Context: an optimization exercise on an open-source flow, tuned for small area and a short achievable clock period. The choices shown serve that exercise and are no tape-out recipe. In this exercise RTL edits were held to simulation tests only and were not proved equivalent to the original. Power is estimated from default activity; no workload was simulated.

==> flow/design.v <==
package regfile_pkg;
  localparam int DEF_XLEN = 32;
  localparam int DEF_NREG = 32;
  localparam int DEF_NRD  = 2;
  localparam int DEF_NWR  = 2;
  function automatic int addr_w(input int n);
    addr_w = (n > 1) ? $clog2(n) : 1;
  endfunction
  typedef logic [DEF_XLEN-1:0] xlen_t;
  typedef logic [addr_w(DEF_NREG)-1:0] reg_addr_t;
endpackage
module regfile_scoreboard
#(
  parameter int NREG     = regfile_pkg::DEF_NREG,
  parameter int NRD      = regfile_pkg::DEF_NRD,
  parameter int NWR      = regfile_pkg::DEF_NWR,
  parameter int ZERO_REG = 1,
  parameter int AW       = regfile_pkg::addr_w(regfile_pkg::DEF_NREG)
) (
  input  logic            clk_i,
  input  logic            rst_n_i,
  input  logic            iss_en_i,
  input  logic [AW-1:0]   iss_addr_i,
  input  logic [NWR-1:0]  wr_en_i,
  input  logic [NWR*AW-1:0] wr_addr_i,
  input  logic [NRD*NREG-1:0] rd_sel_i,
  output logic [NRD-1:0]  rd_busy_o
);
  logic [NREG-1:0] busy, busy_nxt;
  always_comb begin
    busy_nxt = busy;
    for (int w = 0; w < NWR; w++)
      if (wr_en_i[w]) busy_nxt[wr_addr_i[w*AW +: AW]] = 1'b0;
    if (iss_en_i) busy_nxt[iss_addr_i] = 1'b1;
    if (ZERO_REG != 0) busy_nxt[0] = 1'b0;
  end
  always_ff @(posedge clk_i or negedge rst_n_i)
    if (!rst_n_i) busy <= '0;
    else busy <= busy_nxt;
  always_comb
    for (int p = 0; p < NRD; p++) rd_busy_o[p] = |(rd_sel_i[p*NREG +: NREG] & busy_nxt);
endmodule
module regfile_mp
#(
  parameter int XLEN     = regfile_pkg::DEF_XLEN,
  parameter int NREG     = regfile_pkg::DEF_NREG,
  parameter int NRD      = regfile_pkg::DEF_NRD,
  parameter int NWR      = regfile_pkg::DEF_NWR,
  parameter int ZERO_REG = 1,
  localparam int AW      = regfile_pkg::addr_w(NREG)
) (
  input  logic              clk_i,
  input  logic              rst_n_i,
  input  logic [NRD-1:0]    rd_en_i,
  input  logic [NRD*AW-1:0] rd_addr_i,
  output logic [NRD*XLEN-1:0] rd_data_o,
  output logic [NRD-1:0]    rd_busy_o,
  input  logic [NWR-1:0]    wr_en_i,
  input  logic [NWR*AW-1:0] wr_addr_i,
  input  logic [NWR*XLEN-1:0] wr_data_i,
  input  logic              iss_en_i,
  input  logic [AW-1:0]     iss_addr_i
);
  localparam int R0 = (ZERO_REG != 0) ? 1 : 0;
  localparam int NROW = NREG - R0;           
  localparam int NT = NROW + NWR + 1;
  localparam int NSPL = 4;
  logic [NROW*XLEN-1:0] mem;
  logic [NROW-1:0]      vld;
  logic [NWR*NREG-1:0]  wsel;
  logic [(NWR+1)*NREG-1:0] whit_w;
  assign whit_w[NWR*NREG +: NREG] = '0;
  for (genvar w = 0; w < NWR; w++) begin : g_wsel
    for (genvar r = 0; r < NREG; r++) begin : g_r
      if (r < R0) begin : g_z
        assign wsel[w*NREG + r] = 1'b0;
      end else begin : g_n
        assign wsel[w*NREG + r] = wr_en_i[w] && (wr_addr_i[w*AW +: AW] == AW'(r)) &&
                                  !whit_w[(w+1)*NREG + r];
      end
      assign whit_w[w*NREG + r] = whit_w[(w+1)*NREG + r] | wsel[w*NREG + r];
    end
  end
  for (genvar i = 0; i < NROW; i++) begin : g_row
    localparam int R = R0 + i;
    logic [XLEN-1:0] nxt, q;
    logic            v;
    logic [NWR:0]    sel;
    assign sel[0] = !whit_w[R];
    for (genvar w = 0; w < NWR; w++) begin : g_s
      assign sel[w+1] = wsel[w*NREG + R];
    end
    for (genvar b = 0; b < XLEN; b++) begin : g_b
      logic [NWR:0] dat;
      assign dat[0] = q[b];
      for (genvar w = 0; w < NWR; w++) begin : g_d
        assign dat[w+1] = wr_data_i[w*XLEN + b];
      end
      regfile_ao #(.N(NWR+1)) u_ao (.sel_i(sel), .dat_i(dat), .y_o(nxt[b]));
    end
    always_ff @(posedge clk_i) q <= nxt;
    always_ff @(posedge clk_i or negedge rst_n_i)
      if (!rst_n_i) v <= 1'b0;
      else if (whit_w[R]) v <= 1'b1;
    assign mem[i*XLEN +: XLEN] = q;
    assign vld[i] = v;
  end
  logic [NREG-1:0] rd_whit;
  for (genvar r = 0; r < NREG; r++) begin : g_rdw
    logic [NWR-1:0] dec;
    for (genvar w = 0; w < NWR; w++) begin : g_w
      regfile_dec #(.R(r), .AW(AW)) u_dec (
        .en_i(wr_en_i[w]), .a_i(wr_addr_i[w*AW +: AW]), .y_o(dec[w])
      );
    end
    assign rd_whit[r] = |dec;
  end
  logic [NRD*NREG-1:0] rsel_addr;
  logic [NRD-1:0]      sb_busy;
  logic [NRD*XLEN-1:0] rd_nxt;
  for (genvar p = 0; p < NRD; p++) begin : g_rd
    logic [NT-1:0]   sel;
    logic [NWR:0]    found;
    logic [NWR-1:0]  bsel;
    logic [AW-1:0]   ra;
    logic            en;
    assign ra = rd_addr_i[p*AW +: AW];
    assign en = rd_en_i[p];
    assign found[NWR] = 1'b0;
    for (genvar w = 0; w < NWR; w++) begin : g_b
      assign bsel[w] = wr_en_i[w] && (wr_addr_i[w*AW +: AW] == ra) &&
                       (ZERO_REG == 0 || ra != '0) && !found[w+1];
      assign found[w] = found[w+1] | bsel[w];
      assign sel[NROW + w] = en && bsel[w];
    end
    for (genvar r = 0; r < NREG; r++) begin : g_r
      assign rsel_addr[p*NREG + r] = (ra == AW'(r)) && (r >= R0);
      if (r >= R0) begin : g_s
        assign sel[r - R0] = en && rsel_addr[p*NREG + r] && vld[r - R0] && !rd_whit[r];
      end
    end
    assign sel[NT-1] = !en;
    logic [NROW-1:0]    row_rd, row_wr;
    logic [NSPL*NT-1:0] sel_s;
    for (genvar i = 0; i < NROW; i++) begin : g_rw
      assign row_rd[i] = rsel_addr[p*NREG + R0 + i];
      assign row_wr[i] = rd_whit[R0 + i];
    end
    for (genvar q = 0; q < NSPL; q++) begin : g_split
      regfile_rsel #(.NROW(NROW), .NWR(NWR)) u_rsel (
        .en_i(en), .row_i(row_rd), .vld_i(vld), .wr_i(row_wr), .byp_i(bsel),
        .sel_o(sel_s[q*NT +: NT])
      );
    end
    for (genvar b = 0; b < XLEN; b++) begin : g_bit
      logic [NT-1:0] dat;
      for (genvar i = 0; i < NROW; i++) begin : g_m
        assign dat[i] = mem[i*XLEN + b];
      end
      for (genvar w = 0; w < NWR; w++) begin : g_w
        assign dat[NROW + w] = wr_data_i[w*XLEN + b];
      end
      assign dat[NT-1] = rd_data_o[p*XLEN + b];
      regfile_ao #(.N(NT)) u_ao (.sel_i(sel_s[(b*NSPL/XLEN)*NT +: NT]), .dat_i(dat), .y_o(rd_nxt[p*XLEN + b]));
    end
  end
  regfile_scoreboard #(
    .NREG(NREG), .NRD(NRD), .NWR(NWR), .ZERO_REG(ZERO_REG), .AW(AW)
  ) u_sb (
    .clk_i(clk_i),
    .rst_n_i(rst_n_i),
    .iss_en_i(iss_en_i),
    .iss_addr_i(iss_addr_i),
    .wr_en_i(wr_en_i),
    .wr_addr_i(wr_addr_i),
    .rd_sel_i(rsel_addr),
    .rd_busy_o(sb_busy)
  );
  always_ff @(posedge clk_i or negedge rst_n_i)
    if (!rst_n_i) begin
      rd_data_o <= '0;
      rd_busy_o <= '0;
    end else begin
      rd_data_o <= rd_nxt;
      for (int p = 0; p < NRD; p++)
        if (rd_en_i[p]) rd_busy_o[p] <= sb_busy[p];
    end
endmodule
module regfile_ao #(
  parameter int N = 3
) (
  input  logic [N-1:0] sel_i,
  input  logic [N-1:0] dat_i,
  output logic         y_o
);
  localparam int NG = (N + 2) / 3;
  logic [NG-1:0] g_n;
  for (genvar g = 0; g < NG; g++) begin : g_grp
    localparam int K = (N - 3*g >= 3) ? 3 : N - 3*g;
    regfile_aoi #(.K(K)) u_aoi (.sel_i(sel_i[3*g +: K]), .dat_i(dat_i[3*g +: K]), .y_no(g_n[g]));
  end
  if (NG == 1) begin : g_one
    assign y_o = !g_n[0];
  end else begin : g_many
    localparam int NP = (NG + 1) / 2;
    localparam int NQ = (NP + 2) / 3;
    logic [NP-1:0] pr;
    logic [NQ-1:0] qn;
    for (genvar i = 0; i < NP; i++) begin : g_p
      localparam int KP = (NG - 2*i >= 2) ? 2 : 1;
      regfile_nand #(.N(KP)) u_p (.a_i(g_n[2*i +: KP]), .y_o(pr[i]));
    end
    for (genvar i = 0; i < NQ; i++) begin : g_q
      localparam int KQ = (NP - 3*i >= 3) ? 3 : NP - 3*i;
      regfile_nor #(.N(KQ)) u_q (.a_i(pr[3*i +: KQ]), .y_o(qn[i]));
    end
    regfile_nand #(.N(NQ)) u_r (.a_i(qn), .y_o(y_o));
  end
endmodule
module regfile_nor #(
  parameter int N = 2
) (
  input  logic [N-1:0] a_i,
  output logic         y_o
);
  assign y_o = !(|a_i);
endmodule
module regfile_aoi #(
  parameter int K = 3
) (
  input  logic [K-1:0] sel_i,
  input  logic [K-1:0] dat_i,
  output logic         y_no
);
  assign y_no = !(|(sel_i & dat_i));
endmodule
module regfile_nand #(
  parameter int N = 2
) (
  input  logic [N-1:0] a_i,
  output logic         y_o
);
  assign y_o = !(&a_i);
endmodule
module regfile_dec #(
  parameter int R  = 1,
  parameter int AW = 5
) (
  input  logic          en_i,
  input  logic [AW-1:0] a_i,
  output logic          y_o
);
  assign y_o = en_i && (a_i == AW'(R));
endmodule
module regfile_rsel #(
  parameter int NROW = 31,
  parameter int NWR  = 2
) (
  input  logic              en_i,
  input  logic [NROW-1:0]   row_i,
  input  logic [NROW-1:0]   vld_i,
  input  logic [NROW-1:0]   wr_i,
  input  logic [NWR-1:0]    byp_i,
  output logic [NROW+NWR:0] sel_o
);
  assign sel_o[NROW-1:0]       = {NROW{en_i}} & row_i & vld_i & ~wr_i;
  assign sel_o[NROW +: NWR]    = {NWR{en_i}} & byp_i;
  assign sel_o[NROW+NWR]       = !en_i;
endmodule
export LEC_CHECK = 0
export CAP_MARGIN = 20
export CELL_PAD_IN_SITES_DETAIL_PLACEMENT = 1
export CELL_PAD_IN_SITES_GLOBAL_PLACEMENT = 2
export CORE_MARGIN = 2
export CORE_UTILIZATION = 30
export PLACE_DENSITY = 0.4
export SETUP_SLACK_MARGIN = 3.85
export SLEW_MARGIN = 20
export SYNTH_HIERARCHICAL = 1
export SYNTH_MINIMUM_KEEP_SIZE = 0
export TNS_END_PERCENT = 10
create_clock -name core_clock -period 7.5 [get_ports {clk_i}]
standard.sh (not shown) runs the stock make flow with config.mk's settings and CLKGATE_MAP_FILE= SYNTH_SCRIPT=/design/flow/synth_recipe.tcl, a recipe that flattens the netlist after the stock synthesis.
==> flow/flow/run.sh <==
#!/bin/bash
# Standard ORFS layout (the standard.sh, unchanged synthesis) with three changes:
#  - ports are buffered with buf_2 instead of the default delay buffer;
#  - CTS clusters up to 20 sinks (100 um across) per leaf buffer and inserts no dummy loads;
#  - timing repair may resize a cell to any drive strength (MATCH_CELL_FOOTPRINT=0), not
#    only to cells of the same width.
set -euo pipefail
export BUFFER_PORTS_ARGS="-buffer_cell sky130_fd_sc_hd__buf_2"
export CTS_ARGS="-sink_clustering_enable -repair_clock_nets -sink_clustering_size 20 -sink_clustering_max_diameter 100 -dont_use_dummy_load"
bash standard.sh MATCH_CELL_FOOTPRINT=0 finish > orfs_make.log 2>&1
Rerun with:
--- a/flow/design.v
+++ b/flow/design.v
@@ -65,5 +65,4 @@
   localparam int NROW = NREG - R0;           
   localparam int NT = NROW + NWR + 1;
-  localparam int NSPL = 4;
   logic [NROW*XLEN-1:0] mem;
   logic [NROW-1:0]      vld;
@@ -105,14 +104,4 @@
     assign mem[i*XLEN +: XLEN] = q;
     assign vld[i] = v;
-  end
-  logic [NREG-1:0] rd_whit;
-  for (genvar r = 0; r < NREG; r++) begin : g_rdw
-    logic [NWR-1:0] dec;
-    for (genvar w = 0; w < NWR; w++) begin : g_w
-      regfile_dec #(.R(r), .AW(AW)) u_dec (
-        .en_i(wr_en_i[w]), .a_i(wr_addr_i[w*AW +: AW]), .y_o(dec[w])
-      );
-    end
-    assign rd_whit[r] = |dec;
   end
   logic [NRD*NREG-1:0] rsel_addr;
@@ -137,20 +126,8 @@
       assign rsel_addr[p*NREG + r] = (ra == AW'(r)) && (r >= R0);
       if (r >= R0) begin : g_s
-        assign sel[r - R0] = en && rsel_addr[p*NREG + r] && vld[r - R0] && !rd_whit[r];
+        assign sel[r - R0] = en && rsel_addr[p*NREG + r] && vld[r - R0] && !whit_w[r];
       end
     end
     assign sel[NT-1] = !en;
-    logic [NROW-1:0]    row_rd, row_wr;
-    logic [NSPL*NT-1:0] sel_s;
-    for (genvar i = 0; i < NROW; i++) begin : g_rw
-      assign row_rd[i] = rsel_addr[p*NREG + R0 + i];
-      assign row_wr[i] = rd_whit[R0 + i];
-    end
-    for (genvar q = 0; q < NSPL; q++) begin : g_split
-      regfile_rsel #(.NROW(NROW), .NWR(NWR)) u_rsel (
-        .en_i(en), .row_i(row_rd), .vld_i(vld), .wr_i(row_wr), .byp_i(bsel),
-        .sel_o(sel_s[q*NT +: NT])
-      );
-    end
     for (genvar b = 0; b < XLEN; b++) begin : g_bit
       logic [NT-1:0] dat;
@@ -162,5 +139,5 @@
       end
       assign dat[NT-1] = rd_data_o[p*XLEN + b];
-      regfile_ao #(.N(NT)) u_ao (.sel_i(sel_s[(b*NSPL/XLEN)*NT +: NT]), .dat_i(dat), .y_o(rd_nxt[p*XLEN + b]));
+      regfile_ao #(.N(NT)) u_ao (.sel_i(sel), .dat_i(dat), .y_o(rd_nxt[p*XLEN + b]));
     end
   end
@@ -243,27 +220,2 @@
   assign y_o = !(&a_i);
 endmodule
-module regfile_dec #(
-  parameter int R  = 1,
-  parameter int AW = 5
-) (
-  input  logic          en_i,
-  input  logic [AW-1:0] a_i,
-  output logic          y_o
-);
-  assign y_o = en_i && (a_i == AW'(R));
-endmodule
-module regfile_rsel #(
-  parameter int NROW = 31,
-  parameter int NWR  = 2
-) (
-  input  logic              en_i,
-  input  logic [NROW-1:0]   row_i,
-  input  logic [NROW-1:0]   vld_i,
-  input  logic [NROW-1:0]   wr_i,
-  input  logic [NWR-1:0]    byp_i,
-  output logic [NROW+NWR:0] sel_o
-);
-  assign sel_o[NROW-1:0]       = {NROW{en_i}} & row_i & vld_i & ~wr_i;
-  assign sel_o[NROW +: NWR]    = {NWR{en_i}} & byp_i;
-  assign sel_o[NROW+NWR]       = !en_i;
-endmodule
Effect:
- The new run finished clean
- final area fell by 1.6%
- setup slack loses 0.034 ns
- die area came out lower by 5.4%
- sequential cell count is unchanged
- first-iteration DRC count fell by about 9%
- wire length falls by 5.7%
- critical path depth came out higher by 6
- via count is lower by about 4%
- area after synthesis falls by about 5.4%
- total power shrinks by about 1.7%
- hold slack loses 0.053 ns
- final cell count decreases by 3.8%

-- what the ideal ports hide --
No port has a modelled driver above. Below, the same layouts with a new extraction and two added sets of constraints.
Step 1, drivers: a clkbuf_16 drives clk_i and a buf_2 each remaining input, both assumed.
Step 2 also shifts input and output timing later by t, the mid clock arrival at the registers, as if the neighbouring blocks saw the same clock.
Slacks: ideal / step 1 / step 2; pairs: ideal / step 1.
| run | t, ns | setup WS [ns] | slew at the worst register clock pin (ns) |
|---|---|---|---|
| the first run | 0.817 | 3.562 / 3.611 / 2.794 | 0.11 / 0.11 |
| the second run | 0.804 | 3.527 / 3.444 / 2.640 | 0.10 / 0.10 |
After both steps setup and hold are still met in every run listed. For the second run, which loses most, drivers alone change the setup slack by -0.083 ns; drivers and shift together by -0.887 ns.
